This design comes from an exercise in tuning for a short achievable clock period and few clock cycles per item on the open sky130 flow, not from production work.
Function was checked by simulation only, so behaviour that the tests miss may differ from the original.
Power and IR drop assume default switching activity.

### flow/run.sh
#!/bin/bash
# Standard layout, with more cells kept out of synthesis and sizing: the slow
# wide OR/AND/NOR gates, the four-input AND-OR/OR-AND gates, the adder cells
# (with those gone, synthesis leaves adders to ABC as plain gates) and the
# clock delay buffers, which the port buffers otherwise start as. Registers,
# their names and cell types are those of the standard synthesis. Clock tree
# synthesis places its wire repeaters 200 um apart.
set -euo pipefail
extra=$(tr -s ' \n' ' ' < flow/dont_use.txt)
printf '\nexport DONT_USE_CELLS = %s\n' "$extra" >> config.mk
bash standard.sh "CTS_ARGS=-sink_clustering_enable -repair_clock_nets -distance_between_buffers 200" finish > standard_flow.log 2>&1
### flow/dont_use.txt
sky130_fd_sc_hd__a2111o_1 sky130_fd_sc_hd__a2111o_2 sky130_fd_sc_hd__a2111o_4 sky130_fd_sc_hd__a2111oi_0 sky130_fd_sc_hd__a2111oi_1 sky130_fd_sc_hd__a2111oi_2 sky130_fd_sc_hd__a2111oi_4 sky130_fd_sc_hd__a41o_1 sky130_fd_sc_hd__a41o_2 sky130_fd_sc_hd__a41o_4 sky130_fd_sc_hd__a41oi_1 sky130_fd_sc_hd__a41oi_2 sky130_fd_sc_hd__a41oi_4 sky130_fd_sc_hd__and4_1 sky130_fd_sc_hd__and4_2 sky130_fd_sc_hd__and4_4 sky130_fd_sc_hd__and4b_1 sky130_fd_sc_hd__and4b_2 sky130_fd_sc_hd__and4b_4 sky130_fd_sc_hd__and4bb_1 sky130_fd_sc_hd__and4bb_2 sky130_fd_sc_hd__and4bb_4 sky130_fd_sc_hd__fa_1 sky130_fd_sc_hd__fa_2 sky130_fd_sc_hd__fa_4 sky130_fd_sc_hd__ha_1 sky130_fd_sc_hd__ha_2 sky130_fd_sc_hd__ha_4 sky130_fd_sc_hd__nor4_1 sky130_fd_sc_hd__nor4_2 sky130_fd_sc_hd__nor4_4 sky130_fd_sc_hd__nor4b_1 sky130_fd_sc_hd__nor4b_2 sky130_fd_sc_hd__nor4b_4 sky130_fd_sc_hd__nor4bb_1 sky130_fd_sc_hd__nor4bb_2 sky130_fd_sc_hd__nor4bb_4 sky130_fd_sc_hd__o2111a_1 sky130_fd_sc_hd__o2111a_2 sky130_fd_sc_hd__o2111a_4 sky130_fd_sc_hd__o2111ai_1 sky130_fd_sc_hd__o2111ai_2 sky130_fd_sc_hd__o2111ai_4 sky130_fd_sc_hd__o41a_1 sky130_fd_sc_hd__o41a_2 sky130_fd_sc_hd__o41a_4 sky130_fd_sc_hd__o41ai_1 sky130_fd_sc_hd__o41ai_2 sky130_fd_sc_hd__o41ai_4 sky130_fd_sc_hd__or3_1 sky130_fd_sc_hd__or3_2 sky130_fd_sc_hd__or3_4 sky130_fd_sc_hd__or3b_1 sky130_fd_sc_hd__or3b_2 sky130_fd_sc_hd__or3b_4 sky130_fd_sc_hd__or4_1 sky130_fd_sc_hd__or4_2 sky130_fd_sc_hd__or4_4 sky130_fd_sc_hd__or4b_1 sky130_fd_sc_hd__or4b_2 sky130_fd_sc_hd__or4b_4 sky130_fd_sc_hd__or4bb_1 sky130_fd_sc_hd__or4bb_2 sky130_fd_sc_hd__or4bb_4  sky130_fd_sc_hd__clkdlybuf4s15_1 sky130_fd_sc_hd__clkdlybuf4s15_2 sky130_fd_sc_hd__clkdlybuf4s18_1 sky130_fd_sc_hd__clkdlybuf4s18_2 sky130_fd_sc_hd__clkdlybuf4s25_1 sky130_fd_sc_hd__clkdlybuf4s25_2 sky130_fd_sc_hd__clkdlybuf4s50_1 sky130_fd_sc_hd__clkdlybuf4s50_2 
### standard.sh
#!/bin/bash
# synth_recipe.tcl (not shown) runs the flow's synth.tcl, then flattens the netlist and writes it again
# the make line also repeats each setting of config.mk as NAME=value (left out here)
make -C /OpenROAD-flow-scripts/flow DESIGN_CONFIG=/design/flow/config.mk WORK_HOME=/design/flow/orfs CLKGATE_MAP_FILE= SYNTH_SCRIPT=/design/flow/synth_recipe.tcl "${@:-finish}"
### config.mk
export PLATFORM = sky130hd
export DESIGN_NAME = fetch_stage
export DESIGN_NICKNAME = fetch_stage
export VERILOG_FILES = /design/flow/design.v
export SDC_FILE = /design/flow/constraint.sdc
export NUM_CORES = 4
export LEC_CHECK = 0
export ABC_CLOCK_PERIOD_IN_PS = 2400
export CAP_MARGIN = 20
export CORE_MARGIN = 2
export CORE_UTILIZATION = 65
export PLACE_DENSITY = 0.75
export SETUP_SLACK_MARGIN = 3.5
export SLEW_MARGIN = 20

export DONT_USE_CELLS = sky130_fd_sc_hd__a2111o_1 sky130_fd_sc_hd__a2111o_2 sky130_fd_sc_hd__a2111o_4 sky130_fd_sc_hd__a2111oi_0 sky130_fd_sc_hd__a2111oi_1 sky130_fd_sc_hd__a2111oi_2 sky130_fd_sc_hd__a2111oi_4 sky130_fd_sc_hd__a41o_1 sky130_fd_sc_hd__a41o_2 sky130_fd_sc_hd__a41o_4 sky130_fd_sc_hd__a41oi_1 sky130_fd_sc_hd__a41oi_2 sky130_fd_sc_hd__a41oi_4 sky130_fd_sc_hd__and4_1 sky130_fd_sc_hd__and4_2 sky130_fd_sc_hd__and4_4 sky130_fd_sc_hd__and4b_1 sky130_fd_sc_hd__and4b_2 sky130_fd_sc_hd__and4b_4 sky130_fd_sc_hd__and4bb_1 sky130_fd_sc_hd__and4bb_2 sky130_fd_sc_hd__and4bb_4 sky130_fd_sc_hd__fa_1 sky130_fd_sc_hd__fa_2 sky130_fd_sc_hd__fa_4 sky130_fd_sc_hd__ha_1 sky130_fd_sc_hd__ha_2 sky130_fd_sc_hd__ha_4 sky130_fd_sc_hd__nor4_1 sky130_fd_sc_hd__nor4_2 sky130_fd_sc_hd__nor4_4 sky130_fd_sc_hd__nor4b_1 sky130_fd_sc_hd__nor4b_2 sky130_fd_sc_hd__nor4b_4 sky130_fd_sc_hd__nor4bb_1 sky130_fd_sc_hd__nor4bb_2 sky130_fd_sc_hd__nor4bb_4 sky130_fd_sc_hd__o2111a_1 sky130_fd_sc_hd__o2111a_2 sky130_fd_sc_hd__o2111a_4 sky130_fd_sc_hd__o2111ai_1 sky130_fd_sc_hd__o2111ai_2 sky130_fd_sc_hd__o2111ai_4 sky130_fd_sc_hd__o41a_1 sky130_fd_sc_hd__o41a_2 sky130_fd_sc_hd__o41a_4 sky130_fd_sc_hd__o41ai_1 sky130_fd_sc_hd__o41ai_2 sky130_fd_sc_hd__o41ai_4 sky130_fd_sc_hd__or3_1 sky130_fd_sc_hd__or3_2 sky130_fd_sc_hd__or3_4 sky130_fd_sc_hd__or3b_1 sky130_fd_sc_hd__or3b_2 sky130_fd_sc_hd__or3b_4 sky130_fd_sc_hd__or4_1 sky130_fd_sc_hd__or4_2 sky130_fd_sc_hd__or4_4 sky130_fd_sc_hd__or4b_1 sky130_fd_sc_hd__or4b_2 sky130_fd_sc_hd__or4b_4 sky130_fd_sc_hd__or4bb_1 sky130_fd_sc_hd__or4bb_2 sky130_fd_sc_hd__or4bb_4 sky130_fd_sc_hd__clkdlybuf4s15_1 sky130_fd_sc_hd__clkdlybuf4s15_2 sky130_fd_sc_hd__clkdlybuf4s18_1 sky130_fd_sc_hd__clkdlybuf4s18_2 sky130_fd_sc_hd__clkdlybuf4s25_1 sky130_fd_sc_hd__clkdlybuf4s25_2 sky130_fd_sc_hd__clkdlybuf4s50_1 sky130_fd_sc_hd__clkdlybuf4s50_2 
### constraint.sdc
create_clock -name core_clock -period 6.0 [get_ports {clk}]
set_input_delay 1.2000 -clock core_clock [delete_from_list [all_inputs] [get_ports {clk}]]
set_output_delay 1.2000 -clock core_clock [all_outputs]
set_load 0.01 [all_outputs]
### design.v
package fetch_pkg;
    typedef logic [32-1:0] addr_t;
    typedef enum logic [6:0] {
        OP_BRANCH = 7'b1100011,
        OP_JALR   = 7'b1100111,
        OP_JAL    = 7'b1101111
    } opcode_t;
endpackage
module fetch_fsm (
    input  logic             clk,
    input  logic             rst,
    input  logic             redirect_valid,
    input  fetch_pkg::addr_t redirect_pc,
    input  logic             icache_req_ready,
    input  logic             icache_resp_valid,
    input  fetch_pkg::addr_t icache_resp_data,
    input  logic             inst_ready,
    input  logic             fast_ok,
    input  logic             fast_use_btb,
    input  logic             btb_target_ok,
    input  logic             fast_taken,
    input  fetch_pkg::addr_t fast_target,
    input  logic             fast_push,
    input  logic             fast_pop,
    input  logic             hold_taken,
    input  fetch_pkg::addr_t hold_target,
    input  logic             hold_push,
    input  logic             hold_pop,
    output logic             icache_req_valid,
    output fetch_pkg::addr_t icache_req_addr,
    output fetch_pkg::addr_t pc,
    output logic             pc_new,
    output fetch_pkg::addr_t pc_plus4,
    output fetch_pkg::addr_t hold_data,
    output fetch_pkg::addr_t hold_jal_target,
    output logic             ras_push,
    output logic             ras_pop,
    output fetch_pkg::addr_t ras_push_addr,
    output logic             inst_valid,
    output fetch_pkg::addr_t inst,
    output fetch_pkg::addr_t inst_pc,
    output logic             inst_pred_taken,
    output fetch_pkg::addr_t inst_pred_target
);
    logic             st_req;
    logic             st_wait;
    logic             st_hold;
    logic             slot_free;
    logic             issue_fast;
    logic             issue_hold;
    logic             issue;
    logic             to_hold;
    logic [32-1:2] req_addr;
    fetch_pkg::addr_t pc_n;
    logic             next_taken;
    fetch_pkg::addr_t next_target;
    logic [20:0]      resp_j_imm;
    logic [19:0]      resp_p;
    logic [19:0]      resp_gen;
    logic [19:0]      resp_prop;
    logic [4:0]       resp_blk_g;
    logic [4:0]       resp_blk_p;
    logic [19:0]      hold_p;
    logic [19:0]      hold_gen;
    logic [19:0]      hold_prop;
    logic [4:0]       hold_blk_g;
    logic [4:0]       hold_blk_p;
    logic             hold_pc0;
    logic [19:0]      hold_low_sum;
    logic             hold_low_carry;
    logic             hold_j_sign;
    fetch_pkg::addr_t pc_plus4_next;
    logic [10:0]      pc_hi;
    logic [10:0]      pc_hi_inc;
    logic [10:0]      pc_hi_dec;
    logic [10:0]      pc_hi_q;
    logic [10:0]      pc_hi_inc_q;
    logic [10:0]      pc_hi_dec_q;
    logic [10:0]      hold_hi_sum;
    assign slot_free = !inst_valid || inst_ready;
    assign pc = ~pc_n;
    assign icache_req_valid = st_req;
    assign icache_req_addr  = {req_addr, 2'b00};
    assign issue_fast = !redirect_valid && st_wait && icache_resp_valid && fast_ok
                        && !(fast_use_btb && !btb_target_ok) && slot_free;
    assign issue_hold = !redirect_valid && st_hold && slot_free;
    assign issue      = issue_fast || issue_hold;
    assign to_hold    = st_wait && icache_resp_valid && !issue_fast;
    assign next_taken  = st_hold ? hold_taken : fast_taken;
    assign next_target = st_hold ? hold_target : fast_target;
    assign pc_plus4_next[1:0] = pc[1:0];
    assign pc_plus4_next[2]   = !pc[2];
    for (genvar i = 3; i < 32; i++) begin : g_inc
        assign pc_plus4_next[i] = pc[i] ^ (&pc[i-1:2]);
    end
    assign resp_j_imm = {icache_resp_data[31], icache_resp_data[19:12], icache_resp_data[20],
                         icache_resp_data[30:21], 1'b0};
    jal_add_pre jal_add_pre_inst (
        .a    (pc[20:1]),
        .b    (resp_j_imm[20:1]),
        .p    (resp_p),
        .gen  (resp_gen),
        .prop (resp_prop),
        .blk_g(resp_blk_g),
        .blk_p(resp_blk_p)
    );
    jal_add_post jal_add_post_inst (
        .p    (hold_p),
        .gen  (hold_gen),
        .prop (hold_prop),
        .blk_g(hold_blk_g),
        .blk_p(hold_blk_p),
        .sum  (hold_low_sum),
        .cout (hold_low_carry)
    );
    assign pc_hi        = pc[31:21];
    assign pc_hi_inc[0] = !pc_hi[0];
    assign pc_hi_dec[0] = !pc_hi[0];
    for (genvar i = 1; i < 11; i++) begin : g_hi
        assign pc_hi_inc[i] = pc_hi[i] ^ (&pc_hi[i-1:0]);
        assign pc_hi_dec[i] = pc_hi[i] ^ !(|pc_hi[i-1:0]);
    end
    always_ff @(posedge clk) begin
        pc_plus4    <= pc_plus4_next;
        pc_hi_q     <= pc_hi;
        pc_hi_inc_q <= pc_hi_inc;
        pc_hi_dec_q <= pc_hi_dec;
    end
    always_comb begin
        case ({hold_j_sign, hold_low_carry})
            2'b01:   hold_hi_sum = pc_hi_inc_q;
            2'b10:   hold_hi_sum = pc_hi_dec_q;
            default: hold_hi_sum = pc_hi_q;
        endcase
    end
    assign hold_jal_target = {hold_hi_sum, hold_low_sum, hold_pc0};
    always_ff @(posedge clk) begin
        if (rst) begin
            st_req     <= 1'b1;
            st_wait    <= 1'b0;
            st_hold    <= 1'b0;
            pc_n       <= ~32'haaaaa000;
            req_addr   <= 32'haaaaa000 >> 2;
            inst_valid <= 1'b0;
        end else if (redirect_valid) begin
            st_req     <= 1'b1;
            st_wait    <= 1'b0;
            st_hold    <= 1'b0;
            pc_n       <= ~redirect_pc;
            req_addr   <= redirect_pc[32-1:2];
            inst_valid <= 1'b0;
        end else begin
            if (st_req && icache_req_ready) begin
                st_req  <= 1'b0;
                st_wait <= 1'b1;
            end
            if (to_hold) begin
                st_wait <= 1'b0;
                st_hold <= 1'b1;
            end
            if (issue) begin
                st_req     <= 1'b1;
                st_wait    <= 1'b0;
                st_hold    <= 1'b0;
                pc_n       <= ~next_target;
                req_addr   <= next_target[32-1:2];
                inst_valid <= 1'b1;
            end else if (inst_ready) begin
                inst_valid <= 1'b0;
            end
        end
    end
    always_ff @(posedge clk) begin
        pc_new <= rst || redirect_valid || issue;
    end
    always_ff @(posedge clk) begin
        if (rst) begin
            ras_push <= 1'b0;
            ras_pop  <= 1'b0;
        end else begin
            ras_push <= issue && (st_hold ? hold_push : fast_push);
            ras_pop  <= issue && (st_hold ? hold_pop : fast_pop);
        end
        ras_push_addr <= pc_plus4;
    end
    always_ff @(posedge clk) begin
        if (rst) begin
            inst             <= '0;
            inst_pc          <= '0;
            inst_pred_taken  <= 1'b0;
            inst_pred_target <= '0;
        end else if (slot_free) begin
            inst             <= st_hold ? hold_data : icache_resp_data;
            inst_pc          <= pc;
            inst_pred_taken  <= next_taken;
            inst_pred_target <= next_target;
        end
    end
    always_ff @(posedge clk) begin
        if (st_wait) begin
            hold_data      <= icache_resp_data;
            hold_p         <= resp_p;
            hold_gen       <= resp_gen;
            hold_prop      <= resp_prop;
            hold_blk_g     <= resp_blk_g;
            hold_blk_p     <= resp_blk_p;
            hold_pc0       <= pc[0];
            hold_j_sign    <= icache_resp_data[31];
        end
    end
endmodule
module branch_target_buffer (
    input  logic             clk,
    input  logic             rst,
    input  fetch_pkg::addr_t lookup_pc,
    input  logic             update_valid,
    input  fetch_pkg::addr_t update_pc,
    input  fetch_pkg::addr_t update_target,
    input  logic             lookup_new,
    output logic             hit,
    output fetch_pkg::addr_t target,
    output logic             target_ok
);
    localparam int IDX_W = $clog2(32);
    localparam int TAG_W = 32 - IDX_W;
    logic [32-1:0] entry_valid;
    logic [TAG_W-1:0]      entry_tag    [32];
    fetch_pkg::addr_t      entry_target [32];
    logic [32-1:0] row_sel;
    logic [32-1:0] row_wr;
    logic [32-1:0] row_match;
    logic [3:0]            grp_hit;
    logic                  bypass_hit;
    fetch_pkg::addr_t      row_target;
    logic [32-1:0] row_sel_q;
    logic                  lookup_new_q;
    logic [IDX_W-1:0]      lookup_idx;
    logic [IDX_W-1:0]      update_idx;
    logic [TAG_W-1:0]      lookup_tag;
    logic [TAG_W-1:0]      update_tag;
    logic                  bypass;
    logic                  bypass_pend;
    logic                  wr_valid_q;
    logic [IDX_W-1:0]      wr_idx_q;
    logic [TAG_W-1:0]      wr_tag_q;
    fetch_pkg::addr_t      wr_target_q;
    assign lookup_idx = lookup_pc[IDX_W+1:2];
    assign update_idx = update_pc[IDX_W+1:2];
    assign lookup_tag = {lookup_pc[32-1:IDX_W+2], lookup_pc[1:0]};
    assign update_tag = {update_pc[32-1:IDX_W+2], update_pc[1:0]};
    assign bypass     = update_valid && (update_idx == lookup_idx);
    always_ff @(posedge clk) begin
        wr_valid_q  <= update_valid && !rst;
        wr_idx_q    <= update_idx;
        wr_tag_q    <= update_tag;
        wr_target_q <= update_target;
    end
    assign bypass_pend = wr_valid_q && (wr_idx_q == lookup_idx);
    for (genvar i = 0; i < 32; i++) begin : g_row
        assign row_sel[i] = (lookup_idx == IDX_W'(i));
        assign row_wr[i]  = wr_valid_q && (wr_idx_q == IDX_W'(i));
        always_ff @(posedge clk) begin
            if (rst) begin
                entry_valid[i] <= 1'b0;
            end else if (row_wr[i]) begin
                entry_valid[i] <= 1'b1;
            end
        end
        always_ff @(posedge clk) begin
            if (row_wr[i]) begin
                entry_tag[i]    <= wr_tag_q;
                entry_target[i] <= wr_target_q;
            end
        end
        assign row_match[i] = row_sel[i] && entry_valid[i] && (entry_tag[i] == lookup_tag);
    end
    always_ff @(posedge clk) begin
        row_sel_q    <= row_sel;
        lookup_new_q <= lookup_new;
    end
    assign target_ok = !lookup_new && !lookup_new_q;
    always_comb begin
        row_target = '0;
        for (int i = 0; i < 32; i++) begin
            row_target = row_target | (entry_target[i] & {32{row_sel_q[i]}});
        end
    end
    always_ff @(posedge clk) begin
        if (rst) begin
            grp_hit    <= '0;
            bypass_hit <= 1'b0;
        end else begin
            for (int k = 0; k < 4; k++) begin
                grp_hit[k] <= !bypass && !bypass_pend && (|row_match[8*k +: 8]);
            end
            if (bypass) begin
                bypass_hit <= (update_tag == lookup_tag);
            end else begin
                bypass_hit <= bypass_pend && (wr_tag_q == lookup_tag);
            end
        end
        if (bypass) begin
            target <= update_target;
        end else if (bypass_pend) begin
            target <= wr_target_q;
        end else begin
            target <= row_target;
        end
    end
    assign hit = bypass_hit || (|grp_hit);
endmodule
module return_stack (
    input logic  clk,
    input logic  rst,
    input logic  flush,
    input  logic             ras_push,
    input  fetch_pkg::addr_t ras_push_addr,
    input  logic             ras_pop,
    output fetch_pkg::addr_t ras_top_addr,
    output logic             ras_empty
);
    localparam int CNT_W = $clog2(8 + 1);
    localparam logic [CNT_W-1:0] FULL = CNT_W'(8);
    fetch_pkg::addr_t stack_mem [8];
    logic [CNT_W-1:0] count;
    logic             do_push;
    logic             do_pop;
    logic             do_replace;
    assign ras_top_addr = stack_mem[0];
    assign ras_empty    = (count == '0);
    assign do_replace = ras_push && ras_pop && !ras_empty;
    assign do_push    = ras_push && !do_replace;
    assign do_pop     = ras_pop && !ras_push && !ras_empty;
    always_ff @(posedge clk) begin
        if (rst || flush) begin
            count <= '0;
        end else if (do_push) begin
            if (count != FULL) begin
                count <= count + 1'b1;
            end
        end else if (do_pop) begin
            count <= count - 1'b1;
        end
    end
    always_ff @(posedge clk) begin
        if (do_push) begin
            stack_mem[0] <= ras_push_addr;
            for (int i = 1; i < 8; i++) begin
                stack_mem[i] <= stack_mem[i-1];
            end
        end else if (do_replace) begin
            stack_mem[0] <= ras_push_addr;
        end else if (do_pop) begin
            for (int i = 0; i < 8 - 1; i++) begin
                stack_mem[i] <= stack_mem[i+1];
            end
        end
    end
endmodule
module branch_predecode (
    input  fetch_pkg::addr_t issue_word,
    input  fetch_pkg::addr_t jal_target,
    input  fetch_pkg::addr_t pc_plus4,
    input  logic             btb_hit,
    input  fetch_pkg::addr_t btb_target,
    input  fetch_pkg::addr_t ras_top_addr,
    input  logic             ras_empty,
    output logic             ras_push,
    output logic             ras_pop,
    output logic             need_add,
    output logic             use_btb,
    output logic             pred_taken,
    output fetch_pkg::addr_t target_noadd,
    output fetch_pkg::addr_t pred_target
);
    logic               is_branch;
    logic               is_jal;
    logic               is_jalr;
    logic               is_jump;
    logic [4:0]         rd;
    logic [4:0]         rs1;
    logic               rd_link;
    logic               rs1_link;
    logic               use_ras;
    assign is_branch = (issue_word[6:0] == fetch_pkg::OP_BRANCH);
    assign is_jal    = (issue_word[6:0] == fetch_pkg::OP_JAL);
    assign is_jalr   = (issue_word[6:0] == fetch_pkg::OP_JALR);
    assign is_jump   = is_jal || is_jalr;
    assign rd  = issue_word[11:7];
    assign rs1 = issue_word[19:15];
    assign rd_link  = (rd == 5'd1) || (rd == 5'd5);
    assign rs1_link = (rs1 == 5'd1) || (rs1 == 5'd5);
    always_comb begin
        ras_push = 1'b0;
        ras_pop  = 1'b0;
        if (is_jump) begin
            case ({rd_link, rs1_link})
                2'b01: ras_pop = 1'b1;
                2'b10: ras_push = 1'b1;
                2'b11: begin
                    ras_push = 1'b1;
                    ras_pop  = (rd != rs1);
                end
                default: ;
            endcase
        end
    end
    assign pred_taken = is_jump || (is_branch && btb_hit);
    assign use_ras    = is_jalr && rs1_link && !ras_empty;
    assign use_btb    = pred_taken && btb_hit;
    assign need_add   = is_jal && !btb_hit;
    always_comb begin
        if (use_ras) begin
            target_noadd = ras_top_addr;
        end else if (use_btb) begin
            target_noadd = btb_target;
        end else begin
            target_noadd = pc_plus4;
        end
    end
    assign pred_target = need_add ? jal_target : target_noadd;
endmodule
module jal_add_pre (
    input  logic [19:0] a,
    input  logic [19:0] b,
    output logic [19:0] p,
    output logic [19:0] gen,
    output logic [19:0] prop,
    output logic [4:0]  blk_g,
    output logic [4:0]  blk_p
);
    logic [19:0] g;
    assign p = a ^ b;
    assign g = a & b;
    always_comb begin
        for (int k = 0; k < 5; k++) begin
            gen[4*k]  = 1'b0;
            prop[4*k] = 1'b1;
            for (int j = 1; j < 4; j++) begin
                gen[4*k+j]  = g[4*k+j-1] | (p[4*k+j-1] & gen[4*k+j-1]);
                prop[4*k+j] = p[4*k+j-1] & prop[4*k+j-1];
            end
            blk_g[k] = g[4*k+3] | (p[4*k+3] & gen[4*k+3]);
            blk_p[k] = p[4*k+3] & prop[4*k+3];
        end
    end
endmodule
module jal_add_post (
    input  logic [19:0] p,
    input  logic [19:0] gen,
    input  logic [19:0] prop,
    input  logic [4:0]  blk_g,
    input  logic [4:0]  blk_p,
    output logic [19:0] sum,
    output logic        cout
);
    logic [5:0] blk_c;
    always_comb begin
        blk_c[0] = 1'b0;
        for (int k = 1; k < 6; k++) begin
            blk_c[k] = blk_g[k-1] | (blk_p[k-1] & blk_c[k-1]);
        end
        for (int i = 0; i < 20; i++) begin
            sum[i] = p[i] ^ (gen[i] | (prop[i] & blk_c[i/4]));
        end
    end
    assign cout = blk_c[5];
endmodule
module fetch_stage (
    input  logic             clk,
    input  logic             rst,
    input  logic             redirect_valid,
    input  fetch_pkg::addr_t redirect_pc,
    output logic             icache_req_valid,
    output fetch_pkg::addr_t icache_req_addr,
    input  logic             icache_req_ready,
    input  logic             icache_resp_valid,
    input  fetch_pkg::addr_t icache_resp_data,
    output logic             inst_valid,
    output fetch_pkg::addr_t inst,
    output fetch_pkg::addr_t inst_pc,
    output logic             inst_pred_taken,
    output fetch_pkg::addr_t inst_pred_target,
    input  logic             inst_ready,
    input  logic             btb_update_valid,
    input  fetch_pkg::addr_t btb_update_pc,
    input  fetch_pkg::addr_t btb_update_target
);
    fetch_pkg::addr_t pc;
    fetch_pkg::addr_t pc_plus4;
    fetch_pkg::addr_t hold_data;
    fetch_pkg::addr_t hold_jal_target;
    logic             btb_hit;
    fetch_pkg::addr_t btb_target;
    logic             btb_target_ok;
    logic             pc_new;
    logic             fast_use_btb;
    logic             ras_push;
    fetch_pkg::addr_t ras_push_addr;
    logic             ras_pop;
    fetch_pkg::addr_t ras_top_addr;
    logic             ras_empty;
    logic             fast_need_add;
    logic             fast_taken;
    fetch_pkg::addr_t fast_target;
    logic             fast_push;
    logic             fast_pop;
    logic             hold_taken;
    fetch_pkg::addr_t hold_target;
    logic             hold_push;
    logic             hold_pop;
    fetch_fsm fetch_fsm_inst (
        .clk              (clk),
        .rst              (rst),
        .redirect_valid   (redirect_valid),
        .redirect_pc      (redirect_pc),
        .icache_req_ready (icache_req_ready),
        .icache_resp_valid(icache_resp_valid),
        .icache_resp_data (icache_resp_data),
        .inst_ready       (inst_ready),
        .fast_ok          (!fast_need_add),
        .fast_use_btb     (fast_use_btb),
        .btb_target_ok    (btb_target_ok),
        .fast_taken       (fast_taken),
        .fast_target      (fast_target),
        .fast_push        (fast_push),
        .fast_pop         (fast_pop),
        .hold_taken       (hold_taken),
        .hold_target      (hold_target),
        .hold_push        (hold_push),
        .hold_pop         (hold_pop),
        .icache_req_valid (icache_req_valid),
        .icache_req_addr  (icache_req_addr),
        .pc               (pc),
        .pc_new           (pc_new),
        .pc_plus4         (pc_plus4),
        .hold_data        (hold_data),
        .hold_jal_target  (hold_jal_target),
        .ras_push         (ras_push),
        .ras_pop          (ras_pop),
        .ras_push_addr    (ras_push_addr),
        .inst_valid       (inst_valid),
        .inst             (inst),
        .inst_pc          (inst_pc),
        .inst_pred_taken  (inst_pred_taken),
        .inst_pred_target (inst_pred_target)
    );
    branch_target_buffer branch_target_buffer_inst (
        .clk          (clk),
        .rst          (rst),
        .lookup_pc    (pc),
        .lookup_new   (pc_new),
        .update_valid (btb_update_valid),
        .update_pc    (btb_update_pc),
        .update_target(btb_update_target),
        .hit          (btb_hit),
        .target       (btb_target),
        .target_ok    (btb_target_ok)
    );
    return_stack return_stack_inst (
        .clk  (clk),
        .rst  (rst),
        .flush(redirect_valid),
        .ras_push     (ras_push),
        .ras_push_addr(ras_push_addr),
        .ras_pop      (ras_pop),
        .ras_top_addr (ras_top_addr),
        .ras_empty    (ras_empty)
    );
    branch_predecode predecode_fast (
        .issue_word  (icache_resp_data),
        .jal_target  ('0),
        .pc_plus4    (pc_plus4),
        .btb_hit     (btb_hit),
        .btb_target  (btb_target),
        .ras_top_addr(ras_top_addr),
        .ras_empty   (ras_empty),
        .ras_push    (fast_push),
        .ras_pop     (fast_pop),
        .need_add    (fast_need_add),
        .use_btb     (fast_use_btb),
        .pred_taken  (fast_taken),
        .target_noadd(fast_target),
        .pred_target ()
    );
    branch_predecode predecode_hold (
        .issue_word  (hold_data),
        .jal_target  (hold_jal_target),
        .pc_plus4    (pc_plus4),
        .btb_hit     (btb_hit),
        .btb_target  (btb_target),
        .ras_top_addr(ras_top_addr),
        .ras_empty   (ras_empty),
        .ras_push    (hold_push),
        .ras_pop     (hold_pop),
        .need_add    (),
        .use_btb     (),
        .pred_taken  (hold_taken),
        .target_noadd(),
        .pred_target (hold_target)
    );
endmodule
==> impl_metrics.toml <==
[outcome]
status = "no timing/DRC/antenna violations"

[synth]
yosys-top-cells-area = "edfxtp_1, dfxtp_1, xor2_1"
synthTopCellsByCount = "edfxtp_1, xor2_1, nand2_1, a22oi_1, dfxtp_1"
yosysTopAreaCellShare = 0.6474
synth_warnings = 9
synth_edf_count = 2229
synthCells = 7055
syn_area_um2 = 103400
synth-seq-cells = 2662
synth_cell_types = 82
synth.avg_cell_area_um2 = 14.65
synth_top_area_cell = "edfxtp_1"
async_reset_ff_frac = 0
synth_flop_cell = "edfxtp_1"
synth_seq_area_share = 0.7312
synth.most_common_cell = "edfxtp_1"

[sta]
maxSlewViolCount = 0
setup_viol = 0
max_freq_mhz = 381.8
clock-skew-final_ns = 0.05472
worstMarginPinSlew_ns = 1.334
period_minus_slack_ns = 2.619
setup_ws_ns = 3.381
setup_tns_ns = 0
rsz0062_at_grt = "yes"
hold_ws_ns = 0.3874
slew_headroom = 0.1095
min_period_over_period = 0.4365
finalHoldViolCount = 0

[hold_path]
worst_hold_path_type = "reg -> reg"

[floorplanning]
start_util = 0.6535
dieArea_um2 = 162300
die_h_um = 402.8
row_count = 146
core_um2 = 158200
die_w_um = 402.8
io_pins = 266

[global_routing]
grt_pass1_vias = 65520
grt.total_usage = 0.4365
grt_max_degree = 102
grt-ovfl-total = 0
grt_first_pass_wirelength_mm = 492.2
antenna_found_initial = 26

[clocking]
cts_buffer_depth = 4
clkTransAtPathRegs_ns = 0.06
insertion_delay_ns = 0.83
htree_num_levels = 5
cts_tree = "built"
cts_root_buf = "clkbuf_16"
clock-sinks = 2662
numCtsBuffers = 268

[route]
finalWirelength_mm = 361.3
drt_iter0_drc = 11970
drt-pass1-iter-count = 9
routedWlPerCell_um = 36.37
ant_nets = 0
drc = 0
routed_via_density = 7.012
vias = 69650

[cells_and_area]
layout-drive-gt1-share = 0.1546
fin_nets = 7776
regMostFlops = "branch_target_buffer_inst.entry_target"
final_area_um2 = 118800
instances_no_fill = 9934
largest_reg_flops = 1024
top_regs = "branch_target_buffer_inst.entry_target: 1024 flops, branch_target_buffer_inst.entry_tag: 864 flops, return_stack_inst.stack_mem: 256 flops"
fillers = 9398
area_growth_syn_to_layout_pct = 14.93

[placement]
dpl_cell_area_um2 = 106900
finalWeightedCongestion = 1.027
pre_cts_ws_ns = 1.646
place_inst = 9170
dpl.hpwl_mm = 194.1
port_buffers = 263

[pwr]
ir_drop_mv = 0.2258
power_density_nw_per_um2 = 331.3
p_leak_nw = 39.26

[critical_path]
worstPathRequired_ns = 6.68
end_kind = "register"
worst_setup_path_start_kind = "register"
cp_max_fo = 21
path_class = "reg -> reg"
arrival_ns = 3.30

[run]
cap_violations = 0
==> logic make-up after synthesis <==
| kind of cell | share of synthesized area |
|---|---|
| DFF | 0.7312 |
| and+or+nand+nor | 0.07973 |
| AOI/OAI and AO/OA | 0.07575 |
| xor gates and xnor gates | 0.08531 |
| buffers and inverters | 0.01878 |
| muxes | 0.008096 |
| adders and majority gates | 0.001065 |
| other | 0.00003627 |
==> area by class of cell <==
type | instances | area [um^2] | share of cell area
well taps | 2072 | 2592 | 0.02182
multi-input cells | 3977 | 27170 | 0.2287
repair inverters | 1 | 8.758 | 0.00007371
repair buffers | 689 | 4355 | 0.03666
diodes | 10 | 25.02 | 0.0002106
clock inverters | 100 | 903.4 | 0.007603
clock buffers | 381 | 7572 | 0.06373
flip-flops and latches | 2662 | 76010 | 0.6397
inverters | 42 | 187.7 | 0.001580
==> repair_timing <==
action                                  4_1_cts  5_1_grt
gates cloned                                 29        2
resized for setup                           479      136
endpoints found under the setup margin     2023      937
hold endpoints to repair                      0        0
pin swaps                                    46       17
buffers inserted                            128      113
hold buffers                                  0        0
==> critical path, stage by stage (launching register included) <==
cell and delay, ns:
dfxtp_2 0.66, buf_2 0.84, a22oi_1 0.17, nand4_1 0.14, nor2_1 0.07, nand2_1 0.10, o32ai_2 0.13, o21ai_0 0.32
==> layout by cell type, fill, tap and decap left out, drive strengths merged, types with 23 or more instances in the layout <==
cell type / count
nor3: 101
nand4: 378
xor2: 868
a21o: 26
o32ai: 41
clkbuf: 406
o21ai: 106
and3: 46
o21a: 39
a22oi: 505
inv: 49
nor2: 362
mux2: 34
xnor2: 139
a21oi: 109
clkinv: 74
o31ai: 36
nand2: 771
edfxtp: 2229
mux2i: 45
nand3: 69
dfxtp: 433
a211oi: 78
a31oi: 23
buf: 663
==> per-layer routing <==
metal  vias to the layer above  part of all wire  track usage
met5                         -           0.00040     0.001784
met4                        20             0.077       0.2737
met3                      1532              0.16       0.1486
met2                      6435              0.43       0.6427
met1                     34060              0.33       0.5604
li1                      27610                 -            -
==> per-stage QoR <==
stage,total power [mW],util
6_report,39.37,0.7511
3_3_place_gp,22.85,0.6753
4_1_cts,39.09,0.7438
2_1_floorplan,21.89,-
5_1_grt,39.99,0.7510
3_5_place_dp,22.89,0.6756
==> power by group <==
| group | internal, mW | switching [mW] |
|---|---|---|
| Clock | 9.47 | 7.02 |
| Combinational | 0.619 | 1.29 |
| Sequential | 20.3 | 0.686 |
| Total | 30.4 | 9.00 |
==> worst paths after layout <==
path                            slack, ns                              endpoint  cells past startpoint                                    start
worst min register to register       0.39      fetch_fsm_inst.ras_push_addr[23]                      0              fetch_fsm_inst.pc_plus4[23]
worst max register to register       3.38  branch_target_buffer_inst.target[10]                      7  branch_target_buffer_inst.row_sel_q[23]
worst min-delay path                 0.39      fetch_fsm_inst.ras_push_addr[23]                      0              fetch_fsm_inst.pc_plus4[23]
worst max-delay path                 3.38  branch_target_buffer_inst.target[10]                      7  branch_target_buffer_inst.row_sel_q[23]
Testbench counts, summed over its fixed seeds: cycles 864,045, items 160,000.

==> separate check: timing with driven ports <==
Ports are ideal in the flow. The routed layout listed here was re-timed in OpenROAD.
Step 1, drivers: a clkbuf_16 drives clk and a buf_2 each remaining input, both assumed.
Step 2, shift: input delay + t, output delay - t, t = (earliest + latest rising clock arrival at the registers) / 2. This alone moves slack from input paths to output paths.
Slacks: ideal / step 1 / step 2; pairs: ideal / step 1.
t (ns): 0.889
setup WS [ns]: 3.381 / 3.370 / 2.650
worst setup path at the end: input to register
After both steps this run still meets setup and hold. The setup slack of this run moves by -0.011 ns with the drivers and by -0.731 ns with both steps.
